From an optimization exercise on the open Yosys and OpenROAD flow, aimed at small area; shortcuts taken in it are not production practice.
Only simulation tests tie the RTL to the original design; equivalence was not proved.

==> 08-23: inputs <==
==> flow/design.v <==
`default_nettype none
module road_edge_generator (
    input  wire logic        clk,
    input  wire logic        rst,
    input  wire logic        tick,
    input  wire logic        restart,
    output      logic        ready,
    input  wire logic [8:0]  rd_row,
    output      logic [9:0]  rd_left,
    output      logic [9:0]  rd_right,
    input  wire logic [8:0]  probe_row,
    output      logic [9:0]  probe_left,
    output      logic [9:0]  probe_right
);
    localparam int G   = 4;                  
    localparam int GB  = $clog2(G);
    localparam int SB  = 4 + GB;             
    localparam int NG  = 512 >> SB;          
    localparam int NGB = 9 - SB;
    localparam int NC  = (G > 2) ? NG + 1 : NG;    
    localparam logic [9:0]  c_z0   = 10'd762;    
    localparam logic [9:0]  c_zlo  = 10'd500;    
    localparam logic [15:0] c_seed = 16'hACE1;
    logic        r_run;      
    logic [8:0]  r_cnt;      
    logic        r_full;     
    logic [9:0]  r_z;        
    logic        r_up;       
    logic        r_dn;       
    logic [15:0] r_lfsr;
    logic [9:0]  r_gz  [NC];
    logic [G-1:0] r_gup [NC];
    logic [G-1:0] r_gdn [NC];
    function automatic logic [9:0] f_walk(input logic [9:0] z, input logic up,
                                          input logic dn, input logic [4:0] k);
        logic [10:0] a;
        logic [10:0] s;
        logic [4:0]  b;
        logic [9:0]  v;
        a = dn ? -{5'd0, k, 1'b0} : (up ? {5'd0, k, 1'b0} : 11'd0);
        s = {1'b0, z} + a;
        b = s[4:0] + 5'd12;              
        if (up && s[10])
            v = {~s[9:1], 1'b1};
        else if (dn && (s < {1'b0, c_zlo}))
            v = c_zlo + {5'd0, ~b[4:1], 1'b0};
        else
            v = s[9:0];
        f_walk = v;
    endfunction
    logic [9:0]  w_nz;
    logic        w_clamp_lo, w_clamp_hi;
    logic        w_fb;
    logic        w_adv;
    logic        w_wstart;
    always_comb begin
        w_clamp_hi = r_up && (r_z == 10'd1023 || r_z == 10'd1022);
        w_clamp_lo = r_dn && (r_z == c_zlo || r_z == c_zlo + 10'd1);
        if (w_clamp_hi)
            w_nz = 10'd1023;
        else if (w_clamp_lo)
            w_nz = c_zlo;
        else
            w_nz = r_z + (r_up ? 10'd2 : 10'd0) - (r_dn ? 10'd2 : 10'd0);
    end
    assign w_fb     = r_lfsr[15] ^ r_lfsr[13] ^ r_lfsr[12] ^ r_lfsr[10];
    assign w_adv    = r_run & tick & ~restart;
    assign w_wstart = w_adv & (r_cnt[3:0] == 4'd0);
    always_ff @(posedge clk or posedge rst) begin
        if (rst) begin
            r_run  <= 1'b0;
            r_cnt  <= '0;
            r_full <= 1'b0;
            r_z    <= c_z0;
            r_up   <= 1'b0;
            r_dn   <= 1'b0;
            r_lfsr <= c_seed;
        end else if (restart) begin
            r_run  <= 1'b0;
            r_cnt  <= '0;
            r_full <= 1'b0;
            r_z    <= c_z0;
            r_up   <= 1'b0;
            r_dn   <= 1'b0;
        end else if (!r_run) begin
            if (r_cnt == 9'd479) begin
                r_run <= 1'b1;
                r_cnt <= '0;
            end else begin
                r_cnt <= r_cnt + 9'd1;
            end
        end else begin
            if (r_cnt[8:5] == 4'hF)
                r_full <= 1'b1;
            if (tick) begin
                r_cnt  <= r_cnt + 9'd1;
                r_z    <= w_nz;
                r_lfsr <= {r_lfsr[14:0], w_fb};
                if (w_clamp_lo) begin
                    r_up <= 1'b1;
                    r_dn <= 1'b0;
                end else if (w_clamp_hi) begin
                    r_up <= 1'b0;
                    r_dn <= 1'b1;
                end else if (r_cnt[3:0] == 4'hF) begin
                    r_up <= (r_lfsr[1:0] == 2'b01);
                    r_dn <= (r_lfsr[1:0] == 2'b10);
                end
            end
        end
    end
    always_ff @(posedge clk) begin
        if (w_wstart && r_cnt[SB-1:4] == '0) begin
            r_gz[0] <= r_z;
            for (int i = 1; i < NC; i++) begin
                r_gz[i]  <= r_gz[i-1];
                r_gup[i] <= r_gup[i-1];
                r_gdn[i] <= r_gdn[i-1];
            end
        end
        for (int j = 0; j < G; j++) begin
            if (w_wstart && r_cnt[SB-1:4] == GB'(j)) begin
                r_gup[0][j] <= r_up;
                r_gdn[0][j] <= r_dn;
            end
        end
    end
    logic [8:0] w_tm1;
    assign w_tm1 = r_cnt - 9'd1;
    function automatic logic [9:0] f_row_z(input logic [8:0] row);
        logic [9:0]     u;
        logic [8:0]     t;
        logic [NGB:0]   gi;
        logic [9:0]     z;
        logic [G-1:0]   gu, gd;
        logic [GB-1:0]  m;
        u   = {1'b0, r_cnt} + {1'b0, ~row};        
        t   = u[8:0];
        gi  = {1'b0, row[8:SB]} + {{NGB{1'b0}}, (w_tm1[SB-1:0] < row[SB-1:0])};
        z  = r_gz[gi];
        gu = r_gup[gi];
        gd = r_gdn[gi];
        m = t[SB-1:4];
        for (int i = 0; i < G - 1; i++) begin
            if (m > GB'(i))
                z = f_walk(z, gu[i], gd[i], 5'd16);
        end
        z = f_walk(z, gu[m], gd[m], {1'b0, t[3:0]} + 5'd1);
        if (!r_run || (!u[9] && !r_full))
            z = c_z0;
        f_row_z = z;
    endfunction
    logic [9:0] r_rd_z, r_pr_z;
    logic       r_rd_o, r_pr_o;
    always_ff @(posedge clk or posedge rst) begin
        if (rst) begin
            r_rd_o <= 1'b1;
            r_pr_o <= 1'b1;
        end else begin
            r_rd_o <= (rd_row >= 9'd480);
            r_pr_o <= (probe_row >= 9'd480);
        end
    end
    always_ff @(posedge clk) begin
        r_rd_z <= f_row_z(rd_row);
        r_pr_z <= f_row_z(probe_row);
    end
    assign rd_left     = r_rd_o ? 10'd0 : r_rd_z - 10'd348;
    assign rd_right    = r_rd_o ? 10'd0 : r_rd_z - 10'd248;
    assign probe_left  = r_pr_o ? 10'd0 : r_pr_z - 10'd348;
    assign probe_right = r_pr_o ? 10'd0 : r_pr_z - 10'd248;
    assign ready = r_run;
endmodule
`default_nettype wire
==> flow/run.sh <==
#!/bin/bash
# synth_recipe.tcl (not shown) runs the flow's synth.tcl, then flattens the netlist and writes it again
# the make line also repeats each setting of config.mk as NAME=value (left out here)
make -C /OpenROAD-flow-scripts/flow DESIGN_CONFIG=/design/flow/config.mk WORK_HOME=/design/flow/orfs CLKGATE_MAP_FILE= SYNTH_SCRIPT=/design/flow/synth_recipe.tcl finish
==> flow/config.mk <==
export PLATFORM = sky130hd
export DESIGN_NAME = road_edge_generator
export DESIGN_NICKNAME = road_edge_generator
export VERILOG_FILES = /design/flow/design.v
export SDC_FILE = /design/flow/constraint.sdc
export NUM_CORES = 8
export LEC_CHECK = 0
export CAP_MARGIN = 20
export CORE_MARGIN = 2
export CORE_UTILIZATION = 40
export SLEW_MARGIN = 20
export SYNTH_MEMORY_MAX_BITS = 8192
==> flow/constraint.sdc <==
create_clock -name core_clock -period 10.0 [get_ports {clk}]
set_input_delay 2.0000 -clock core_clock [delete_from_list [all_inputs] [get_ports {clk}]]
set_output_delay 2.0000 -clock core_clock [all_outputs]
set_load 0.01 [all_outputs]
==> inputs of 02-11, as changes to 08-23 <==
Settings changed: ABC_AREA from default to 1.
==> summary.txt <==
	02-11	08-23
Total placed cells including tap cells	3036	2653
Cell with the most instances after synthesis	sky130_fd_sc_hd__nand2_1	sky130_fd_sc_hd__edfxtp_1
Die Footprint	43510 um^2	42630 um^2
Final Instance Count excl. Fillers	3198	2770
Inverter count	341	104
Largest incremental delay on the critical path	0.36 ns	0.40 ns
Worst hold stages	0	2
Run status	failed layout checks	failed layout checks
Violated checks	setup timing	setup timing
Worst path slowest cell	sky130_fd_sc_hd__fa_2	sky130_fd_sc_hd__or3_1
Buffers inserted during post-CTS setup optimization	86	52
Hold Crit Start	r_gz[4][3]	r_lfsr[5]
Sequential cell area fraction in the yosys report	37.70%	38.49%
Met1 routed wirelength after detailed routing	23880 um	23330 um
Area fraction in and, or, nand and nor cells after synthesis	23.85%	14.60%
Starting density of the core	40.73%	40.35%
HPWL reported at the end of detailed placement	41860 um	39390 um
Cells on worst reg2reg path	79	67
Met3 routed WL	3761 um	2907 um
Number of distinct standard cells referenced by the synthesized netlist	68	97
Area used by multi-input combinational logic	10300 um^2	10480 um^2

==> what the ideal ports hide <==
The flow's constraints put no driver on any port. The routed layouts listed below were extracted and timed again, unchanged, in two steps.
Step 1 sets driving cells, clkbuf_16 on the clock port and buf_2 on the other inputs (assumed; they add their load-dependent delay and slew).
Step 2, shift: input delay + t, output delay - t, t = (earliest + latest rising clock arrival at the registers) / 2. This alone moves slack from input paths to output paths.
Slacks: ideal ports / drivers / drivers and shift; pairs: ideal ports / drivers.
run	t, ns	setup slack, ns	worst register clock-pin slew, ns	worst slew at a driven data input, ns	pins driven straight from the clock port
08-23	0.615	-3.053 / -3.059 / -3.674	0.07 / 0.07	0.06	1
02-11	0.616	-1.933 / -1.943 / -2.559	0.06 / 0.06	0.08	1
For 02-11, which loses most, drivers alone change the setup slack by -0.010 ns; drivers and shift together by -0.626 ns.
